From an optimization exercise on the open Yosys and OpenROAD flow, aimed at small area, a short achievable clock period and few clock cycles per item; shortcuts taken in it are not production practice. Function was checked by simulation only, so behaviour that the tests miss may differ from the original. Power is estimated from default activity; no workload was simulated.

### flow/design.v
package pps_pkg;
   localparam int MAX_TASKS = 16;
   localparam int SLOT_W    = (MAX_TASKS > 1) ? $clog2(MAX_TASKS) : 1;
   localparam int CNT_W     = $clog2(MAX_TASKS + 1);
   localparam int TIME_W    = 16;
   localparam int PRIO_W    = 8;
   localparam int SUM_W     = 20;
   localparam int FCNT_W    = 5;
   localparam int SLOTF_W   = 4;
   localparam logic [TIME_W-1:0] TIME_MAX  = '1;
   localparam logic [FCNT_W-1:0] COUNT_MAX = '1;
   localparam logic OP_LOAD = 1'b0;
   localparam logic OP_TICK = 1'b1;
   typedef enum logic [2:0] {
      ST_IDLE,
      ST_SCAN,
      ST_STEP,
      ST_ACCUM,
      ST_FINISH
   } state_type;
   typedef struct packed {
      logic [TIME_W-1:0] arrival;
      logic [TIME_W-1:0] burst;
      logic [PRIO_W-1:0] prio;
      logic [TIME_W-1:0] remain;
   } entry_type;
   localparam int ENTRY_W = 3 * TIME_W + PRIO_W;
   typedef struct packed {
      logic              rd_en;
      logic [SLOT_W-1:0] rd_addr;
      logic              wr_en;
      logic [SLOT_W-1:0] wr_addr;
      entry_type         wr_data;
   } ram_ctl_type;
endpackage
module pps_ram #(
   parameter int WIDTH = 8,
   parameter int DEPTH = 16
) (
   input  logic                             clock,
   input  logic                             wr_en,
   input  logic [$clog2(DEPTH)-1:0]         wr_addr,
   input  logic [WIDTH-1:0]                 wr_data,
   input  logic                             rd_en,
   input  logic [$clog2(DEPTH)-1:0]         rd_addr,
   output logic [WIDTH-1:0]                 rd_data
);
   logic [WIDTH-1:0] mem_ff [DEPTH];
   logic [WIDTH-1:0] rd_data_ff;
   always_ff @(posedge clock) begin
      if (wr_en) begin
         mem_ff[wr_addr] <= wr_data;
      end
      if (rd_en) begin
         rd_data_ff <= mem_ff[rd_addr];
      end
   end
   assign rd_data = rd_data_ff;
endmodule
module preemptive_priority_scheduler (
   input  logic                        clock,
   input  logic                        reset,
   input  logic                        req_valid,
   output logic                        req_ready,
   input  logic                        req_opcode,
   input  logic [pps_pkg::SLOTF_W-1:0] req_slot,
   input  logic [pps_pkg::TIME_W-1:0]  req_arrival_time,
   input  logic [pps_pkg::TIME_W-1:0]  req_burst_time,
   input  logic [pps_pkg::PRIO_W-1:0]  req_priority,
   output logic                        rsp_valid,
   input  logic                        rsp_ready,
   output logic                        rsp_ran,
   output logic [pps_pkg::SLOTF_W-1:0] rsp_ran_slot,
   output logic                        rsp_new_slice,
   output logic [pps_pkg::TIME_W-1:0]  rsp_slice_time,
   output logic                        rsp_finished,
   output logic [pps_pkg::TIME_W-1:0]  rsp_completion_time,
   output logic [pps_pkg::TIME_W-1:0]  rsp_turnaround,
   output logic [pps_pkg::TIME_W-1:0]  rsp_waiting,
   output logic [pps_pkg::SUM_W-1:0]   rsp_waiting_sum,
   output logic [pps_pkg::SUM_W-1:0]   rsp_turnaround_sum,
   output logic                        rsp_all_done,
   input  logic                        csr_wr_en,
   input  logic [pps_pkg::FCNT_W-1:0]  csr_wr_data
);
   pps_pkg::state_type state_ff, state_in;
   logic [pps_pkg::CNT_W-1:0]   cnt_ff, cnt_in;
   logic [pps_pkg::SLOT_W-1:0]  eidx_ff, eidx_in;
   logic                        evld_ff, evld_in;
   logic                        pick_vld_ff, pick_vld_in;
   logic [pps_pkg::SLOT_W-1:0]  pick_ff, pick_in;
   logic [pps_pkg::PRIO_W-1:0]  best_ff, best_in;
   logic [pps_pkg::TIME_W-1:0]  pk_arr_ff, pk_arr_in;
   logic [pps_pkg::TIME_W-1:0]  pk_burst_ff, pk_burst_in;
   logic [pps_pkg::TIME_W-1:0]  pk_rem_ff, pk_rem_in;
   logic [pps_pkg::MAX_TASKS-1:0] run_ff, run_in;
   logic [pps_pkg::TIME_W-1:0]    now_ff, now_in;
   logic [pps_pkg::FCNT_W-1:0]    fin_cnt_ff, fin_cnt_in;
   logic [pps_pkg::SLOT_W-1:0]    last_slot_ff, last_slot_in;
   logic                          last_vld_ff, last_vld_in;
   logic [pps_pkg::SUM_W-1:0]     wait_total_ff, wait_total_in;
   logic [pps_pkg::SUM_W-1:0]     turn_total_ff, turn_total_in;
   logic [pps_pkg::FCNT_W-1:0]    task_count_ff, task_count_in;
   logic                          tick_ff, tick_in;
   logic                          newsl_ff, newsl_in;
   logic                          fin_ff, fin_in;
   logic [pps_pkg::TIME_W-1:0]    slice_ff, slice_in;
   logic [pps_pkg::TIME_W-1:0]    tat_ff, tat_in;
   logic [pps_pkg::TIME_W-1:0]    wt_ff, wt_in;
   logic                          rsp_valid_ff, rsp_valid_in;
   logic                          o_ran_ff, o_ran_in;
   logic [pps_pkg::SLOTF_W-1:0]   o_slot_ff, o_slot_in;
   logic                          o_newsl_ff, o_newsl_in;
   logic [pps_pkg::TIME_W-1:0]    o_slice_ff, o_slice_in;
   logic                          o_fin_ff, o_fin_in;
   logic [pps_pkg::TIME_W-1:0]    o_comp_ff, o_comp_in;
   logic [pps_pkg::TIME_W-1:0]    o_tat_ff, o_tat_in;
   logic [pps_pkg::TIME_W-1:0]    o_wt_ff, o_wt_in;
   logic [pps_pkg::SUM_W-1:0]     o_wsum_ff, o_wsum_in;
   logic [pps_pkg::SUM_W-1:0]     o_tsum_ff, o_tsum_in;
   logic                          o_done_ff, o_done_in;
   pps_pkg::ram_ctl_type        ram_ctl;
   pps_pkg::entry_type          rd_entry;
   logic [pps_pkg::ENTRY_W-1:0] rd_raw;
   logic                        req_xfer;
   logic                        load_ok;
   logic [pps_pkg::SLOT_W-1:0]  ld_idx;
   logic                        scan_busy;
   logic                        cand;
   logic                        out_free;
   logic [pps_pkg::TIME_W-1:0]  rem_dec;
   logic [pps_pkg::TIME_W-1:0]  now_inc;
   logic [pps_pkg::SUM_W:0]     wsum_raw;
   logic [pps_pkg::SUM_W:0]     tsum_raw;
   assign req_ready    = (state_ff == pps_pkg::ST_IDLE);
   assign req_xfer     = req_valid && req_ready;
   assign ld_idx       = pps_pkg::SLOT_W'(req_slot);
   assign load_ok      = (32'(req_slot) < pps_pkg::MAX_TASKS);
   assign scan_busy    = (cnt_ff < pps_pkg::CNT_W'(pps_pkg::MAX_TASKS));
   assign out_free     = !rsp_valid_ff || rsp_ready;
   assign rd_entry     = pps_pkg::entry_type'(rd_raw);
   assign cand = evld_ff && run_ff[eidx_ff] && (rd_entry.arrival <= now_ff) &&
                 (!pick_vld_ff || (rd_entry.prio < best_ff));
   assign rem_dec = pk_rem_ff - 1'b1;
   assign now_inc = (now_ff != pps_pkg::TIME_MAX) ? now_ff + 1'b1 : now_ff;
   always_comb begin
      state_in = state_ff;
      case (state_ff)
         pps_pkg::ST_IDLE: begin
            if (req_xfer) begin
               state_in = (req_opcode == pps_pkg::OP_TICK) ? pps_pkg::ST_SCAN
                                                              : pps_pkg::ST_FINISH;
            end
         end
         pps_pkg::ST_SCAN: begin
            if (!scan_busy) begin
               state_in = pps_pkg::ST_STEP;
            end
         end
         pps_pkg::ST_STEP:  state_in = pps_pkg::ST_ACCUM;
         pps_pkg::ST_ACCUM: state_in = pps_pkg::ST_FINISH;
         pps_pkg::ST_FINISH: begin
            if (out_free) begin
               state_in = pps_pkg::ST_IDLE;
            end
         end
         default: state_in = pps_pkg::ST_IDLE;
      endcase
   end
   always_comb begin
      ram_ctl = '0;
      case (state_ff)
         pps_pkg::ST_IDLE: begin
            ram_ctl.wr_en   = req_xfer && (req_opcode == pps_pkg::OP_LOAD) && load_ok;
            ram_ctl.wr_addr = ld_idx;
            ram_ctl.wr_data = {req_arrival_time, req_burst_time, req_priority,
                               req_burst_time};
         end
         pps_pkg::ST_SCAN: begin
            ram_ctl.rd_en   = scan_busy;
            ram_ctl.rd_addr = cnt_ff[pps_pkg::SLOT_W-1:0];
         end
         pps_pkg::ST_STEP: begin
            ram_ctl.wr_en   = pick_vld_ff;
            ram_ctl.wr_addr = pick_ff;
            ram_ctl.wr_data = {pk_arr_ff, pk_burst_ff, best_ff, rem_dec};
         end
         default: ram_ctl = '0;
      endcase
   end
   always_comb begin
      cnt_in        = cnt_ff;
      eidx_in       = eidx_ff;
      evld_in       = 1'b0;
      pick_vld_in   = pick_vld_ff;
      pick_in       = pick_ff;
      best_in       = best_ff;
      pk_arr_in     = pk_arr_ff;
      pk_burst_in   = pk_burst_ff;
      pk_rem_in     = pk_rem_ff;
      run_in        = run_ff;
      now_in        = now_ff;
      fin_cnt_in    = fin_cnt_ff;
      last_slot_in  = last_slot_ff;
      last_vld_in   = last_vld_ff;
      wait_total_in = wait_total_ff;
      turn_total_in = turn_total_ff;
      task_count_in = csr_wr_en ? csr_wr_data : task_count_ff;
      tick_in       = tick_ff;
      newsl_in      = newsl_ff;
      fin_in        = fin_ff;
      slice_in      = slice_ff;
      tat_in        = tat_ff;
      wt_in         = wt_ff;
      wsum_raw      = {1'b0, wait_total_ff} + pps_pkg::SUM_W'(wt_ff);
      tsum_raw      = {1'b0, turn_total_ff} + pps_pkg::SUM_W'(tat_ff);
      case (state_ff)
         pps_pkg::ST_IDLE: begin
            if (req_xfer) begin
               tick_in     = (req_opcode == pps_pkg::OP_TICK);
               cnt_in      = '0;
               pick_vld_in = 1'b0;
               if ((req_opcode == pps_pkg::OP_LOAD) && load_ok) begin
                  run_in[ld_idx] = (req_burst_time != '0);
               end
            end
         end
         pps_pkg::ST_SCAN: begin
            if (scan_busy) begin
               cnt_in  = cnt_ff + 1'b1;
               eidx_in = cnt_ff[pps_pkg::SLOT_W-1:0];
               evld_in = 1'b1;
            end
            if (cand) begin
               pick_vld_in = 1'b1;
               pick_in     = eidx_ff;
               best_in     = rd_entry.prio;
               pk_arr_in   = rd_entry.arrival;
               pk_burst_in = rd_entry.burst;
               pk_rem_in   = rd_entry.remain;
            end
         end
         pps_pkg::ST_STEP: begin
            now_in   = now_inc;
            slice_in = now_ff;
            newsl_in = !last_vld_ff || (last_slot_ff != pick_ff);
            fin_in   = pick_vld_ff && (rem_dec == '0);
            tat_in   = now_inc - pk_arr_ff;
            if (pick_vld_ff) begin
               last_slot_in = pick_ff;
               last_vld_in  = 1'b1;
               if (rem_dec == '0) begin
                  run_in[pick_ff] = 1'b0;
               end
            end
         end
         pps_pkg::ST_ACCUM: begin
            wt_in = (tat_ff >= pk_burst_ff) ? tat_ff - pk_burst_ff : '0;
            if (fin_ff) begin
               wsum_raw      = {1'b0, wait_total_ff} + pps_pkg::SUM_W'(wt_in);
               wait_total_in = wsum_raw[pps_pkg::SUM_W] ? '1
                                                        : wsum_raw[pps_pkg::SUM_W-1:0];
               turn_total_in = tsum_raw[pps_pkg::SUM_W] ? '1
                                                        : tsum_raw[pps_pkg::SUM_W-1:0];
               if (fin_cnt_ff != pps_pkg::COUNT_MAX) begin
                  fin_cnt_in = fin_cnt_ff + 1'b1;
               end
            end
         end
         default: begin
         end
      endcase
   end
   always_comb begin
      rsp_valid_in = rsp_valid_ff && !rsp_ready;
      o_ran_in     = o_ran_ff;
      o_slot_in    = o_slot_ff;
      o_newsl_in   = o_newsl_ff;
      o_slice_in   = o_slice_ff;
      o_fin_in     = o_fin_ff;
      o_comp_in    = o_comp_ff;
      o_tat_in     = o_tat_ff;
      o_wt_in      = o_wt_ff;
      o_wsum_in    = o_wsum_ff;
      o_tsum_in    = o_tsum_ff;
      o_done_in    = o_done_ff;
      if ((state_ff == pps_pkg::ST_FINISH) && out_free) begin
         rsp_valid_in = 1'b1;
         o_ran_in     = tick_ff && pick_vld_ff;
         o_slot_in    = o_ran_in ? pps_pkg::SLOTF_W'(pick_ff) : '0;
         o_newsl_in   = o_ran_in && newsl_ff;
         o_slice_in   = o_ran_in ? slice_ff : '0;
         o_fin_in     = o_ran_in && fin_ff;
         o_comp_in    = o_fin_in ? now_ff : '0;
         o_tat_in     = o_fin_in ? tat_ff : '0;
         o_wt_in      = o_fin_in ? wt_ff : '0;
         o_wsum_in    = wait_total_ff;
         o_tsum_in    = turn_total_ff;
         o_done_in    = (fin_cnt_ff == task_count_ff);
      end
   end
   always_ff @(posedge clock) begin
      if (reset) begin
         state_ff      <= pps_pkg::ST_IDLE;
         cnt_ff        <= '0;
         evld_ff       <= 1'b0;
         pick_vld_ff   <= 1'b0;
         run_ff        <= '0;
         now_ff        <= '0;
         fin_cnt_ff    <= '0;
         last_slot_ff  <= '0;
         last_vld_ff   <= 1'b0;
         wait_total_ff <= '0;
         turn_total_ff <= '0;
         task_count_ff <= '0;
         tick_ff       <= 1'b0;
         rsp_valid_ff  <= 1'b0;
      end else begin
         state_ff      <= state_in;
         cnt_ff        <= cnt_in;
         evld_ff       <= evld_in;
         pick_vld_ff   <= pick_vld_in;
         run_ff        <= run_in;
         now_ff        <= now_in;
         fin_cnt_ff    <= fin_cnt_in;
         last_slot_ff  <= last_slot_in;
         last_vld_ff   <= last_vld_in;
         wait_total_ff <= wait_total_in;
         turn_total_ff <= turn_total_in;
         task_count_ff <= task_count_in;
         tick_ff       <= tick_in;
         rsp_valid_ff  <= rsp_valid_in;
      end
   end
   always_ff @(posedge clock) begin
      eidx_ff     <= eidx_in;
      pick_ff     <= pick_in;
      best_ff     <= best_in;
      pk_arr_ff   <= pk_arr_in;
      pk_burst_ff <= pk_burst_in;
      pk_rem_ff   <= pk_rem_in;
      newsl_ff    <= newsl_in;
      fin_ff      <= fin_in;
      slice_ff    <= slice_in;
      tat_ff      <= tat_in;
      wt_ff       <= wt_in;
      o_ran_ff    <= o_ran_in;
      o_slot_ff   <= o_slot_in;
      o_newsl_ff  <= o_newsl_in;
      o_slice_ff  <= o_slice_in;
      o_fin_ff    <= o_fin_in;
      o_comp_ff   <= o_comp_in;
      o_tat_ff    <= o_tat_in;
      o_wt_ff     <= o_wt_in;
      o_wsum_ff   <= o_wsum_in;
      o_tsum_ff   <= o_tsum_in;
      o_done_ff   <= o_done_in;
   end
   pps_ram #(
      .WIDTH (pps_pkg::ENTRY_W),
      .DEPTH (pps_pkg::MAX_TASKS)
   ) u_task_ram (
      .clock   (clock),
      .wr_en   (ram_ctl.wr_en),
      .wr_addr (ram_ctl.wr_addr),
      .wr_data (ram_ctl.wr_data),
      .rd_en   (ram_ctl.rd_en),
      .rd_addr (ram_ctl.rd_addr),
      .rd_data (rd_raw)
   );
   assign rsp_valid           = rsp_valid_ff;
   assign rsp_ran             = o_ran_ff;
   assign rsp_ran_slot        = o_slot_ff;
   assign rsp_new_slice       = o_newsl_ff;
   assign rsp_slice_time      = o_slice_ff;
   assign rsp_finished        = o_fin_ff;
   assign rsp_completion_time = o_comp_ff;
   assign rsp_turnaround      = o_tat_ff;
   assign rsp_waiting         = o_wt_ff;
   assign rsp_waiting_sum     = o_wsum_ff;
   assign rsp_turnaround_sum  = o_tsum_ff;
   assign rsp_all_done        = o_done_ff;
endmodule
### flow/config.mk
export PLATFORM = sky130hd
export DESIGN_NAME = preemptive_priority_scheduler
export DESIGN_NICKNAME = preemptive_priority_scheduler
export VERILOG_FILES = /design/flow/design.v
export SDC_FILE = /design/flow/constraint.sdc
export NUM_CORES = 4
export LEC_CHECK = 0
export CAP_MARGIN = 20
export CORE_MARGIN = 2
export CORE_UTILIZATION = 40
export SLEW_MARGIN = 20
### flow/constraint.sdc
create_clock -name core_clock -period 6.0 [get_ports {clock}]
set_input_delay 1.2000 -clock core_clock [delete_from_list [all_inputs] [get_ports {clock}]]
set_output_delay 1.2000 -clock core_clock [all_outputs]
set_load 0.01 [all_outputs]
### flow/run.sh
#!/bin/bash
# synth_recipe.tcl (not shown) runs the flow's synth.tcl, then flattens the netlist and writes it again
# the make line also repeats each setting of config.mk as NAME=value (left out here)
make -C /OpenROAD-flow-scripts/flow DESIGN_CONFIG=/design/flow/config.mk WORK_HOME=/design/flow/orfs CLKGATE_MAP_FILE= SYNTH_SCRIPT=/design/flow/synth_recipe.tcl finish
==> summary.txt <==
==> per-stage QoR <==
step | setup slack (ns) | area, sq um
after global routing | 0.279 | 62800
after floorplan | 0.960 | 54300
after global placement | 0.863 | 58300
after detailed placement | 0.875 | 58300
final | 0.747 | 62800
after CTS | 0.819 | 62700
==> registers in the layout, indices dropped and copies added (netlist names), 20 cells and up <==
register,cells
o_tsum_ff,20
u_task_ram.mem_ff,896
u_task_ram.rd_data_ff,56
wait_total_ff,20
o_wsum_ff,20
turn_total_ff,20
==> worst max-delay path by stage <==
| stage | from | endpoint | slack (ns) |
|---|---|---|---|
| floorplan | tat_ff[5] | wait_total_ff[10] | 0.96 |
| global placement | pk_burst_ff[0] | wait_total_ff[9] | 0.86 |
| detailed placement | pk_burst_ff[0] | wait_total_ff[10] | 0.88 |
| CTS | pk_burst_ff[0] | wait_total_ff[12] | 0.82 |
| global route | pk_burst_ff[0] | wait_total_ff[12] | 0.28 |
| finish | pk_burst_ff[0] | wait_total_ff[0] | 0.75 |
==> layout make-up <==
class                   instances  area share, %
well taps                    1781           3.55
clock buffers                 184           6.04
flip-flops and latches       1277           59.6
multi-input cells            2219           25.4
clock inverters                69           1.02
repair buffers                244           3.95
inverters                      83          0.496
==> cells in the final DEF, fill, tap and decap left out, types with 51 or more instances in the layout <==
| cell type | count |
|---|---|
| a211oi_1 | 120 |
| a31oi_1 | 67 |
| nand2_1 | 106 |
| dfxtp_1 | 95 |
| a22oi_1 | 57 |
| and2_1 | 51 |
| a221oi_1 | 58 |
| o21ai_1 | 79 |
| o22ai_1 | 58 |
| ha_1 | 100 |
| clkdlybuf4s50_1 | 167 |
| mux2_2 | 164 |
| o211ai_1 | 58 |
| nor2_1 | 207 |
| o31ai_1 | 62 |
| nor2b_1 | 122 |
| edfxtp_1 | 1178 |
| a21oi_1 | 300 |
| mux2_1 | 61 |
| xnor2_1 | 53 |
| buf_4 | 58 |
| mux2i_1 | 101 |
| clkbuf_16 | 143 |
| inv_1 | 82 |
==> layer usage <==
metal | vias up | routed length [microns]
met5 | - | 13
met4 | 2 | 3190
met3 | 196 | 9810
met2 | 1197 | 69600
met1 | 16984 | 67100
li1 | 15151 | -
==> worst register-to-register path, delay by kind of cell, from the launching register on <==
family | cells | cell delay, ns
flip-flops | 1 | 0.41
AND/OR/NAND/NOR | 9 | 1.44
adder cells (fa/ha/maj) | 3 | 0.99
buffers and inverters | 2 | 0.46
AO/OA/AOI/OAI | 7 | 1.79
==> where the power goes <==
| part | internal, mW | switching (mW) | total [mW] |
|---|---|---|---|
| combinational | 0.295 | 0.664 | 0.959 |
| sequential | 9.95 | 0.0613 | 10.0 |
| clock | 4.78 | 3.56 | 8.34 |
| total | 15.0 | 4.28 | 19.3 |
==> synth_stat cells, drive strengths merged, types with 29 or more instances <==
library cell and count:
a21oi 302, nand3 29, xor2 42, mux2 225
dfxtp 99, o21ai 112, ha 100, o31ai 63
and2 54, o211ai 58, a211oi 122, xnor2 53
o22ai 58, edfxtp 1178, and3 32, a22oi 57
a31oi 68, inv 83, a221oi 58, clkbuf 205
nand2 108, nor3 37, nor2b 122, mux2i 101
buf 36, nor2 228
==> cells by family (layout without fill, tap and decap cells) <==
kind of cell / after synthesis / in the layout / synth area share, %
buffers and inverters: 324 / 580 / 2.26
adder cells (fa/ha/maj): 104 / 104 / 2.45
flip-flops: 1277 / 1277 / 68.8
AO/OA/AOI/OAI: 988 / 988 / 11.8
multiplexers: 331 / 331 / 6.73
AND/OR/NAND/NOR: 701 / 701 / 6.47
XOR/XNOR: 95 / 95 / 1.53
==> summary.txt <==
Synth
Of the synthesized area, sequential elements account for 68.8%. The net count after synthesis is 3979. The count of flip-flops with a built-in enable after synthesis is 1178. A synthesized cell averages 14.2 sq um. The share of synthesized registers carrying an async set or reset is 0%. Yosys attributes the largest share of cell area to edfxtp_1 (65%), dfxtp_1 (3.6%), mux2_2 (3.4%), a21oi_1 (2.8%), ha_1 (2.3%). Summing every instance area after synthesis gives 54300 sq um. Synthesis handed over a netlist of 3820 instances. The Yosys step of the flow raised 2 warnings. After synthesis the netlist holds a flip-flop and latch count of 1277. The top cell type by total area after synthesis is edfxtp_1.

The synthesized netlist contains 72 unique library cells. The top cell type's share of synthesized area is 65.1%. For this run, the leading register cell type out of synthesis is edfxtp_1.

Route
The total via count after detailed routing is 33.5k. The count of nets left with antenna violations after detail routing is 0. After the first detailed-routing iteration, the DRC count stood at 3671. The detailed-route vias per instance is 5.72. After detailed routing, the total wire length is 150000 microns. After detailed routing, the average wire length per cell comes to 25.6 microns. Before antenna repair, the detailed router went through 5 iterations. For this run, design rule violations remaining after detail routing come to 0.

Worst setup path
The logic depth of the worst register-to-register path is 21. The arrival time at the worst endpoint is 5.86 ns. The number of buffers and inverters on the critical path is 2. Walking the worst path, the cells encountered are ha_1, fa_1, nor2b_1, o221ai_1, a21oi_1, nand4_1, nand4b_1, nor4_1, or3_1, buf_4, nor3_1, ha_1, a211oi_1, nor2_1, o41ai_1, o211ai_1, nand2_1, nand2_1, a31oi_1, buf_4, a211oi_1. The biggest fanout along the worst timing path is 16.

The worst register-to-register path has a setup slack of 0.75 ns. In this design, the stage delay of the slowest critical-path cell is 0.49 ns. The worst setup path is launched from a flop. Data on the critical path is required at its endpoint by 6.61 ns. The reg-to-reg critical path startpoint is pk_burst_ff[0]. The critical path crosses 21 cells after its start point.

The reg-to-reg endpoint is wait_total_ff[0]. The cell type group with the largest total delay on the critical path is compound AO/OA/AOI/OAI gates. The class of the most critical setup path is reg2reg.

The worst setup path is captured at a flop. The slowest stage of the critical path is the o41ai_1 cell.

Finish
The area added between synthesis and finish is 15.6%. Across the whole layout, storage elements account for 37400 sq um. After the flow finishes, the layout carries non-filler instances totaling 5857.

In the final layout, the share of cells above drive strength 1 is 11.9%. Summing all multi-input logic gate instances after layout gives 15900 sq um. The final layout contains 4122 nets. The number of antenna diodes is 0.

The layout filler cell count is 11.7k. At the end of the flow the core is filled with cells to 46.4%.

STA
Setup violations remaining at the end of the flow were counted as 0. Setup repair after global routing left no endpoint under its margin. Headroom to the max-slew limit came out at 22.8%. The final-report hold violation count is 0. The final worst hold slack is 0.418 ns.

The post-route minimum period is 5.25 ns. Static timing analysis puts the maximum clock frequency at 0.190 GHz. Setup total negative slack on the finished layout was measured at 0 ns. The count of pins over their slew limit was 0. Clock skew on the completed layout was measured at 0.0300 ns.

The final period utilization is 87.5%. The transition time of the tightest slew-check pin is 1.15 ns.

Place
Once detailed placement completed, the half-perimeter wirelength came to 86100 microns. The global placer's final weighted congestion is 0.874. The total instance count after detailed placement is 5604. In this run the tool buffered the top-level ports with 168 buffer cells.

Hold path
The worst-case hold path end point is pk_rem_ff[6]. The worst hold-check path type is reg2reg. The worst min-delay path startpoint is u_task_ram.rd_data_ff[6]. The depth of the worst hold-timing path is 0.

CTS
The number of clock sinks is 1277. The clock tree from TritonCTS is built. In this run the post-CTS setup repair buffer count came out at 0. The clock-pin slew of the registers on the worst-case setup and hold paths is 0.06 ns. The longest clock path from root to sink contains 3 buffers. After clock tree synthesis, the flow added hold-fix buffers numbering 0. In this run, CTS created clock tree buffers numbering 138. The clock tree synthesis step divided the H-tree into 4 levels. Post-CTS repair changed the size of 0 cells. The later pin in the worst-skew pair is clocked with a latency of 0.77 ns. Clock tree synthesis selected as its root buffer the cell clkbuf_16.

Global routing
The via count of the first global-routing pass was 32.0k. For this run the aggregate overflow at the end of global routing stands at 0. Global routing consumed, on the met2 layer, 33.7% of the routing resources.

The number of antenna violations at the first check in global routing is 2. Global routing used 21.3% of the available tracks. Entering global routing, the biggest net connects 162 pins.

The fraction of met3 tracks used by global routing is 3.63%. The busiest layer in global routing is met2. The first global-routing pass estimated 218000 microns of wire.

The met1 usage is 30.4%.

Power
Power spread over the standard cell area amounts to 308 nW/um^2. The reported leakage power is 20.0 nW. VDD sags by at most 320 uV. The final total power is 19.3 mW.

Floorplan
The floorplan step defined a core boundary enclosing 135000 sq um. The initial core utilization is 40.2%. The width of the chip is 372 microns. The die footprint is 139000 sq um.

The die boundary height is 372 microns. Pin placement for this block handled 169 I/O pins. The number of standard-cell rows in the floorplan is 135.

Job
The count of maximum capacitance violations is 0.

Status
The run finished with no timing, DRC or antenna violations.
Testbench counts, summed over its fixed seeds: cycles 275,618, items 16,072.

-- port drivers added, routing unchanged --
The results above use ideal ports. As a check the final layout listed here was re-extracted and re-timed, cells and wires unchanged.
Step 1 sets driving cells, clkbuf_16 on the clock port and buf_2 on the other inputs (assumed; they add their load-dependent delay and slew).
Step 2 adds t to the input delays and takes it off the output delays; t is the mean of the earliest and latest rising clock arrival at the registers after step 1. Input paths then give back, and output paths get back, about the clock's delay inside the block.
a / b / c = ideal / step 1 / step 2; a / b = the first two.
t (ns): 0.843
slack for setup (ns): 0.747 / 0.747 / 0.747
hold slack, ns: 0.418 / 0.418 / 0.418
After both steps setup and hold are still met in this run. The setup slack of this run moves by 0.000 ns with the drivers and by 0.000 ns with both steps.
